What follows belongs to an exercise in optimizing a design on an open flow for small area; a production flow would make more cautious choices. Where RTL was checked, it was by simulation tests only, not by an equivalence proof against the original. Power figures rest on the tool's default switching activity, not on a simulated workload.

==> run K: inputs <==
==> flow/design.v <==
`default_nettype none
package host_pkg;
  typedef logic [31:0] cfg_addr_t;
  typedef logic [31:0] cfg_data_t;
  typedef logic [1:0]  cfg_resp_t;
  typedef logic [2:0]  reg_idx_t;
  typedef logic [31:0] counter_t;
  localparam cfg_resp_t RespOkay   = 2'b00;
  localparam cfg_resp_t RespSlvErr = 2'b10;
  localparam int unsigned NumCounters = 4;
  localparam cfg_data_t UnmappedData = 32'hdeadf000;
  localparam reg_idx_t CntBaseIdx = 3'd0;
  localparam reg_idx_t ThrBaseIdx = 3'd4;
  typedef struct packed {
    logic write_miss;
    logic write_hit;
    logic read_miss;
    logic read_hit;
  } llc_events_t;
  typedef struct packed {
    logic      aw_valid;
    cfg_addr_t aw_addr;
    logic      w_valid;
    cfg_data_t w_data;
    logic      b_ready;
    logic      ar_valid;
    cfg_addr_t ar_addr;
    logic      r_ready;
  } lite_req_t;
  typedef struct packed {
    logic      aw_ready;
    logic      w_ready;
    logic      b_valid;
    cfg_resp_t b_resp;
    logic      ar_ready;
    logic      r_valid;
    cfg_resp_t r_resp;
    cfg_data_t r_data;
  } lite_resp_t;
  typedef enum logic [1:0] {
    CFG_IDLE,
    CFG_RDATA,
    CFG_BRESP
  } cfg_state_e;
endpackage
`default_nettype wire
`timescale 1ns/1ps
`default_nettype none
module host_domain_top (
  input  logic        clk_i,
  input  logic        arst_n_i,
  input  logic        cfg_aw_valid_i,
  input  logic [31:0] cfg_aw_addr_i,
  input  logic        cfg_w_valid_i,
  input  logic [31:0] cfg_w_data_i,
  input  logic        cfg_b_ready_i,
  input  logic        cfg_ar_valid_i,
  input  logic [31:0] cfg_ar_addr_i,
  input  logic        cfg_r_ready_i,
  output logic        cfg_aw_ready_o,
  output logic        cfg_w_ready_o,
  output logic        cfg_b_valid_o,
  output logic [1:0]  cfg_b_resp_o,
  output logic        cfg_ar_ready_o,
  output logic        cfg_r_valid_o,
  output logic [1:0]  cfg_r_resp_o,
  output logic [31:0] cfg_r_data_o,
  input  logic [3:0]  llc_events_i,
  output logic [3:0]  pmu_irq_o,
  input  logic        dma_pe_evt_valid_i,
  output logic        dma_pe_evt_o,
  output logic        dma_pe_evt_ack_o
);
  logic rv_q, bv_q;
  logic idle, rd_acc, wr_acc;
  assign idle   = ~(rv_q | bv_q);
  assign rd_acc = idle & cfg_ar_valid_i;
  assign wr_acc = idle & ~cfg_ar_valid_i & cfg_aw_valid_i & cfg_w_valid_i;
  always_ff @(posedge clk_i or negedge arst_n_i) begin
    if (!arst_n_i) begin
      rv_q <= 1'b0;
      bv_q <= 1'b0;
    end else begin
      rv_q <= rd_acc | (rv_q & ~cfg_r_ready_i);
      bv_q <= wr_acc | (bv_q & ~cfg_b_ready_i);
    end
  end
  assign cfg_ar_ready_o = idle;
  assign cfg_aw_ready_o = idle & ~cfg_ar_valid_i & cfg_w_valid_i;
  assign cfg_w_ready_o  = idle & ~cfg_ar_valid_i & cfg_aw_valid_i;
  assign cfg_r_valid_o  = rv_q;
  assign cfg_b_valid_o  = bv_q;
  logic       ar_map, aw_map;
  logic [2:0] ar_idx, aw_idx;
  assign ar_map = ~|cfg_ar_addr_i[31:5];
  assign aw_map = ~|cfg_aw_addr_i[31:5];
  assign ar_idx = cfg_ar_addr_i[4:2];
  assign aw_idx = cfg_aw_addr_i[4:2];
  logic [3:0] cnt_ld, thr_we;
  always_comb begin
    for (int k = 0; k < 4; k++) begin
      cnt_ld[k] = wr_acc & aw_map & (aw_idx == 3'(k));
      thr_we[k] = wr_acc & aw_map & (aw_idx == 3'(k + 4));
    end
  end
  logic        init_q;
  logic [31:0] cnt_q [4];
  function automatic logic [31:0] cnt_inc(input logic [31:0] a, input logic ev);
    logic [7:0] ones, bc;
    logic       c;
    for (int j = 0; j < 8; j++) ones[j] = &a[4*j +: 4];
    bc[0] = ev & ~&ones;
    for (int j = 1; j < 8; j++) bc[j] = bc[j-1] & ones[j-1];
    for (int j = 0; j < 8; j++) begin
      c = bc[j];
      for (int i = 0; i < 4; i++) begin
        cnt_inc[4*j+i] = a[4*j+i] ^ c;
        c = c & a[4*j+i];
      end
    end
  endfunction
  always_ff @(posedge clk_i or negedge arst_n_i) begin
    if (!arst_n_i) init_q <= 1'b0;
    else           init_q <= 1'b1;
  end
  always_ff @(posedge clk_i) begin
    for (int k = 0; k < 4; k++) begin
      if (cnt_ld[k])
        cnt_q[k] <= cfg_w_data_i;
      else if (init_q)
        cnt_q[k] <= cnt_inc(cnt_q[k], llc_events_i[k]);
      else
        cnt_q[k] <= {31'd0, llc_events_i[k]};
    end
  end
  function automatic logic cnt_ge(input logic [31:0] a, input logic [31:0] nb);
    logic c;
    c = 1'b1;
    for (int i = 0; i < 32; i++) c = (a[i] & nb[i]) | (c & (a[i] | nb[i]));
    cnt_ge = c;
  endfunction
  logic [31:0] thr_n_q [4];    
  logic [3:0]  thr_nz_q;
  always_ff @(posedge clk_i) begin
    for (int k = 0; k < 4; k++) begin
      if (thr_we[k]) thr_n_q[k] <= ~cfg_w_data_i;
    end
  end
  always_ff @(posedge clk_i or negedge arst_n_i) begin
    if (!arst_n_i) begin
      thr_nz_q <= '0;
    end else begin
      for (int k = 0; k < 4; k++) begin
        if (thr_we[k]) thr_nz_q[k] <= |cfg_w_data_i;
      end
    end
  end
  always_comb begin
    for (int k = 0; k < 4; k++) begin
      pmu_irq_o[k] = thr_nz_q[k] & cnt_ge(cnt_q[k], thr_n_q[k]);
    end
  end
  logic [31:0] rd_val, r_data_q;
  logic        resp_q;
  always_comb begin
    rd_val = ar_map ? 32'd0 : 32'hdeadf000;
    for (int k = 0; k < 4; k++) begin
      if (ar_map & init_q & (ar_idx == 3'(k)))            rd_val = rd_val | cnt_q[k];
      if (ar_map & thr_nz_q[k] & (ar_idx == 3'(k + 4)))   rd_val = rd_val | ~thr_n_q[k];
    end
  end
  always_ff @(posedge clk_i) begin
    if (idle) begin
      r_data_q <= rd_val;
      resp_q   <= cfg_ar_valid_i ? ~ar_map : ~aw_map;
    end
  end
  assign cfg_r_data_o = r_data_q;
  assign cfg_r_resp_o = {resp_q, 1'b0};
  assign cfg_b_resp_o = {resp_q, 1'b0};
  logic [1:0] sync_q;
  logic       last_q, pulse_q;
  always_ff @(posedge clk_i or negedge arst_n_i) begin
    if (!arst_n_i) begin
      sync_q  <= '0;
      last_q  <= 1'b0;
      pulse_q <= 1'b0;
    end else begin
      sync_q  <= {sync_q[0], dma_pe_evt_valid_i};
      last_q  <= sync_q[1];
      pulse_q <= sync_q[1] ^ last_q;
    end
  end
  assign dma_pe_evt_ack_o = sync_q[1];
  assign dma_pe_evt_o     = pulse_q;
endmodule
`default_nettype wire
==> flow/flow/run.sh <==
#!/bin/bash
# The standard ORFS layout with two changes:
# - the port buffers are the smallest buffer (buf_1), not the default cell;
# - clock tree synthesis adds no dummy loads and clusters up to 14 sinks
#   within 50 um on clkbuf_8, instead of many more clkbuf_16 leaves.
# Each tool's full output stays in the ORFS logs under orfs/logs; the make
# output goes to standard.log.
set -euo pipefail
export BUFFER_PORTS_ARGS="-buffer_cell sky130_fd_sc_hd__buf_1"
export CTS_ARGS="-sink_clustering_enable -repair_clock_nets -dont_use_dummy_load -buf_list sky130_fd_sc_hd__clkbuf_8 -sink_clustering_size 18 -sink_clustering_max_diameter 40"
bash standard.sh finish > standard.log 2>&1
==> flow/standard.sh <==
#!/bin/bash
# synth_recipe.tcl (not shown) runs the flow's synth.tcl, then flattens the netlist and writes it again
# the make line also repeats each setting of config.mk as NAME=value (left out here)
make -C /OpenROAD-flow-scripts/flow DESIGN_CONFIG=/design/flow/config.mk WORK_HOME=/design/flow/orfs CLKGATE_MAP_FILE= SYNTH_SCRIPT=/design/flow/synth_recipe.tcl "${@:-finish}"
==> flow/config.mk <==
export PLATFORM = sky130hd
export DESIGN_NAME = host_domain_top
export DESIGN_NICKNAME = host_domain_top
export VERILOG_FILES = /design/flow/design.v
export SDC_FILE = /design/flow/constraint.sdc
export NUM_CORES = 4
export LEC_CHECK = 0
export CAP_MARGIN = 20
export CORE_MARGIN = 2
export CORE_UTILIZATION = 40
export SLEW_MARGIN = 20
==> flow/constraint.sdc <==
create_clock -name core_clock -period 5.0 [get_ports {clk_i}]
set_input_delay 1.0000 -clock core_clock [delete_from_list [all_inputs] [get_ports {clk_i}]]
set_output_delay 1.0000 -clock core_clock [all_outputs]
set_load 0.01 [all_outputs]
==> inputs of run P, as changes to run K <==
--- a/flow/design.v
+++ b/flow/design.v
@@ -106,16 +106,16 @@
   logic        init_q;
   logic [31:0] cnt_q [4];
   function automatic logic [31:0] cnt_inc(input logic [31:0] a, input logic ev);
-    logic [7:0] ones, bc;
+    logic [3:0] ones, bc;
     logic       c;
-    for (int j = 0; j < 8; j++) ones[j] = &a[4*j +: 4];
+    for (int j = 0; j < 4; j++) ones[j] = &a[8*j +: 8];
     bc[0] = ev & ~&ones;
-    for (int j = 1; j < 8; j++) bc[j] = bc[j-1] & ones[j-1];
-    for (int j = 0; j < 8; j++) begin
+    for (int j = 1; j < 4; j++) bc[j] = bc[j-1] & ones[j-1];
+    for (int j = 0; j < 4; j++) begin
       c = bc[j];
-      for (int i = 0; i < 4; i++) begin
-        cnt_inc[4*j+i] = a[4*j+i] ^ c;
-        c = c & a[4*j+i];
+      for (int i = 0; i < 8; i++) begin
+        cnt_inc[8*j+i] = a[8*j+i] ^ c;
+        c = c & a[8*j+i];
       end
     end
   endfunction
@@ -134,10 +134,19 @@
     end
   end
   function automatic logic cnt_ge(input logic [31:0] a, input logic [31:0] nb);
-    logic c;
-    c = 1'b1;
-    for (int i = 0; i < 32; i++) c = (a[i] & nb[i]) | (c & (a[i] | nb[i]));
-    cnt_ge = c;
+    logic [31:0] g, p;
+    for (int i = 0; i < 32; i++) begin
+      g[i] = a[i] & nb[i];
+      p[i] = a[i] | nb[i];
+    end
+    g[0] = p[0];   
+    for (int s = 1; s < 32; s = s * 2) begin
+      for (int i = 0; i < 32; i = i + 2 * s) begin
+        g[i+2*s-1] = g[i+2*s-1] | (p[i+2*s-1] & g[i+s-1]);
+        p[i+2*s-1] = p[i+2*s-1] & p[i+s-1];
+      end
+    end
+    cnt_ge = g[31];
   endfunction
   logic [31:0] thr_n_q [4];    
   logic [3:0]  thr_nz_q;
==> flow/flow/run.sh (replaced) <==
#!/bin/bash
# The standard ORFS layout with three changes:
# - synthesis maps the logic with flow/abc_area.script, an area-oriented
#   ABC script, in place of ORFS's abc_speed.script; everything else in
#   synthesis (including flip-flop mapping) is the standard synthesis;
# - the port buffers are the smallest buffer (buf_1), not the default cell;
# - clock tree synthesis adds no dummy loads and clusters up to 10 sinks
#   within 40 um on clkbuf_4, instead of many more clkbuf_16 leaves.
# Each tool's full output stays in the ORFS logs under orfs/logs; make's
# output goes to synth.log and standard.log.
set -euo pipefail
here=$(pwd)
rm -rf "$here/scripts_abc"
cp -r "$FLOW_HOME/scripts" "$here/scripts_abc"
cp "$here/flow/abc_area.script" "$here/scripts_abc/abc_speed.script"
SCRIPTS_DIR="$here/scripts_abc" bash standard.sh synth > synth.log 2>&1
export BUFFER_PORTS_ARGS="-buffer_cell sky130_fd_sc_hd__buf_1"
export CTS_ARGS="-sink_clustering_enable -repair_clock_nets -dont_use_dummy_load -buf_list sky130_fd_sc_hd__clkbuf_4 -sink_clustering_size 10 -sink_clustering_max_diameter 40"
bash standard.sh finish > standard.log 2>&1
==> flow/flow/abc_area.script (new file) <==
&get -n
&st
&syn2
&dch
&nf
&put
Settings changed: CAP_MARGIN 20 to 0, CORE_UTILIZATION 40 to 72, SLEW_MARGIN 20 to 0.
==> inputs of run X, as changes to run K <==
--- a/flow/flow/run.sh
+++ b/flow/flow/run.sh
@@ -7,5 +7,5 @@
 # output goes to standard.log.
 set -euo pipefail
 export BUFFER_PORTS_ARGS="-buffer_cell sky130_fd_sc_hd__buf_1"
-export CTS_ARGS="-sink_clustering_enable -repair_clock_nets -dont_use_dummy_load -buf_list sky130_fd_sc_hd__clkbuf_8 -sink_clustering_size 18 -sink_clustering_max_diameter 40"
+export CTS_ARGS="-sink_clustering_enable -repair_clock_nets -dont_use_dummy_load -buf_list sky130_fd_sc_hd__clkbuf_8 -sink_clustering_size 14 -sink_clustering_max_diameter 50"
 bash standard.sh finish > standard.log 2>&1
Settings changed: CORE_UTILIZATION 40 to 65.
==> inputs of run E, as changes to run K <==
--- a/flow/design.v
+++ b/flow/design.v
@@ -105,20 +105,6 @@
   end
   logic        init_q;
   logic [31:0] cnt_q [4];
-  function automatic logic [31:0] cnt_inc(input logic [31:0] a, input logic ev);
-    logic [7:0] ones, bc;
-    logic       c;
-    for (int j = 0; j < 8; j++) ones[j] = &a[4*j +: 4];
-    bc[0] = ev & ~&ones;
-    for (int j = 1; j < 8; j++) bc[j] = bc[j-1] & ones[j-1];
-    for (int j = 0; j < 8; j++) begin
-      c = bc[j];
-      for (int i = 0; i < 4; i++) begin
-        cnt_inc[4*j+i] = a[4*j+i] ^ c;
-        c = c & a[4*j+i];
-      end
-    end
-  endfunction
   always_ff @(posedge clk_i or negedge arst_n_i) begin
     if (!arst_n_i) init_q <= 1'b0;
     else           init_q <= 1'b1;
@@ -128,22 +114,22 @@
       if (cnt_ld[k])
         cnt_q[k] <= cfg_w_data_i;
       else if (init_q)
-        cnt_q[k] <= cnt_inc(cnt_q[k], llc_events_i[k]);
+        cnt_q[k] <= cnt_q[k] + {31'd0, llc_events_i[k] & ~&cnt_q[k]};
       else
         cnt_q[k] <= {31'd0, llc_events_i[k]};
     end
   end
-  function automatic logic cnt_ge(input logic [31:0] a, input logic [31:0] nb);
+  function automatic logic cnt_ge(input logic [31:0] a, input logic [31:0] b);
     logic c;
     c = 1'b1;
-    for (int i = 0; i < 32; i++) c = (a[i] & nb[i]) | (c & (a[i] | nb[i]));
+    for (int i = 0; i < 32; i++) c = (a[i] & ~b[i]) | (c & (a[i] | ~b[i]));
     cnt_ge = c;
   endfunction
-  logic [31:0] thr_n_q [4];    
+  logic [31:0] thr_q [4];
   logic [3:0]  thr_nz_q;
   always_ff @(posedge clk_i) begin
     for (int k = 0; k < 4; k++) begin
-      if (thr_we[k]) thr_n_q[k] <= ~cfg_w_data_i;
+      if (thr_we[k]) thr_q[k] <= cfg_w_data_i;
     end
   end
   always_ff @(posedge clk_i or negedge arst_n_i) begin
@@ -157,7 +143,7 @@
   end
   always_comb begin
     for (int k = 0; k < 4; k++) begin
-      pmu_irq_o[k] = thr_nz_q[k] & cnt_ge(cnt_q[k], thr_n_q[k]);
+      pmu_irq_o[k] = thr_nz_q[k] & cnt_ge(cnt_q[k], thr_q[k]);
     end
   end
   logic [31:0] rd_val, r_data_q;
@@ -166,7 +152,7 @@
     rd_val = ar_map ? 32'd0 : 32'hdeadf000;
     for (int k = 0; k < 4; k++) begin
       if (ar_map & init_q & (ar_idx == 3'(k)))            rd_val = rd_val | cnt_q[k];
-      if (ar_map & thr_nz_q[k] & (ar_idx == 3'(k + 4)))   rd_val = rd_val | ~thr_n_q[k];
+      if (ar_map & thr_nz_q[k] & (ar_idx == 3'(k + 4)))   rd_val = rd_val | thr_q[k];
     end
   end
   always_ff @(posedge clk_i) begin
==> flow/run.sh (new file) <==
#!/bin/bash
# synth_recipe.tcl (not shown) runs the flow's synth.tcl, then flattens the netlist and writes it again
# the make line also repeats each setting of config.mk as NAME=value (left out here)
make -C /OpenROAD-flow-scripts/flow DESIGN_CONFIG=/design/flow/config.mk WORK_HOME=/design/flow/orfs CLKGATE_MAP_FILE= SYNTH_SCRIPT=/design/flow/synth_recipe.tcl finish
Settings changed: CTS_BUF_LIST set to sky130_fd_sc_hd__clkbuf_4.
removed: flow/flow/run.sh
removed: flow/standard.sh
==> run summary <==
quantity                                                                  run E         run P         run K         run X
Run status                                             timing/DRC/antenna clean  timing/DRC/antenna clean  timing/DRC/antenna clean  timing/DRC/antenna clean
Total wire length                                                      51550 um      41560 um      45330 um      43350 um
Multi-input logic cell count                                               1116           981          1006          1006
Worst-case setup margin in the final layout                           0.1293 ns     0.4853 ns     0.5919 ns     0.5988 ns
Wire length of the first global-routing pass                           77450 um      63550 um      68850 um      65290 um
Met2 layer usage reported by global route                                0.3854        0.6381        0.3799        0.5420
Critical hold path startpoint                                         sync_q[0]             -     sync_q[0]     sync_q[0]
Final standard cell count with taps included and fillers excluded          2385          1790          2026          1822
Vias post-DR                                                              13489         12673         12318         12613
Met2 routed WL                                                         22860 um      19130 um      20790 um      18930 um
Maximum number of pins on one net before global-route repair                 50            68            74            73
Via count of the first global-routing pass                                13021         11831         11700         11436
Placed Instances                                                           2232          1750          1980          1790
Proportion of cell area spent on the clock network                      0.06039       0.01882       0.03778       0.02676
Total number of H-tree levels                                                 3             2             2             1
Levels on crit path                                                          11            10            10            10
Achievable clock frequency                                            205.3 MHz     221.5 MHz     226.9 MHz     227.2 MHz
CTS-repair resized insts                                                      3             0             0             0
Standby leakage power                                               0.006312 uW   0.005458 uW   0.006046 uW   0.005935 uW
Critical path endpoint                                             pmu_irq_o[1]  pmu_irq_o[2]  pmu_irq_o[2]  pmu_irq_o[3]
Function not checked in run E: the RTL went through the layout flow alone.

## separate check: timing with driven ports
In the flow no input, the clock included, has a driving cell. The finished layouts below were timed again as built, in two steps.
Step 1: set_driving_cell puts a clkbuf_16 on clk_i and a buf_2 on each other input, an assumption about the parent block.
Step 2, shift: input delay + t, output delay - t, t = (earliest + latest rising clock arrival at the registers) / 2. This alone moves slack from input paths to output paths.
a / b / c = ideal / step 1 / step 2; a / b = the first two.
run | t (ns) | slack for setup (ns) | latest minus earliest clock arrival (ns) | worst register clock-pin slew, ns
run K | 0.610 | 0.592 / 0.543 / 1.122 | 0.076 / 0.076 | 0.08 / 0.08
run P | 0.695 | 0.485 / 0.447 / 1.066 | 0.063 / 0.063 | 0.11 / 0.11
run X | 0.625 | 0.599 / 0.554 / 1.118 | 0.058 / 0.059 | 0.10 / 0.10
run E | 0.784 | 0.129 / 0.079 / 0.864 | 0.049 / 0.049 | 0.07 / 0.07
After both steps setup and hold are still met in every run listed.
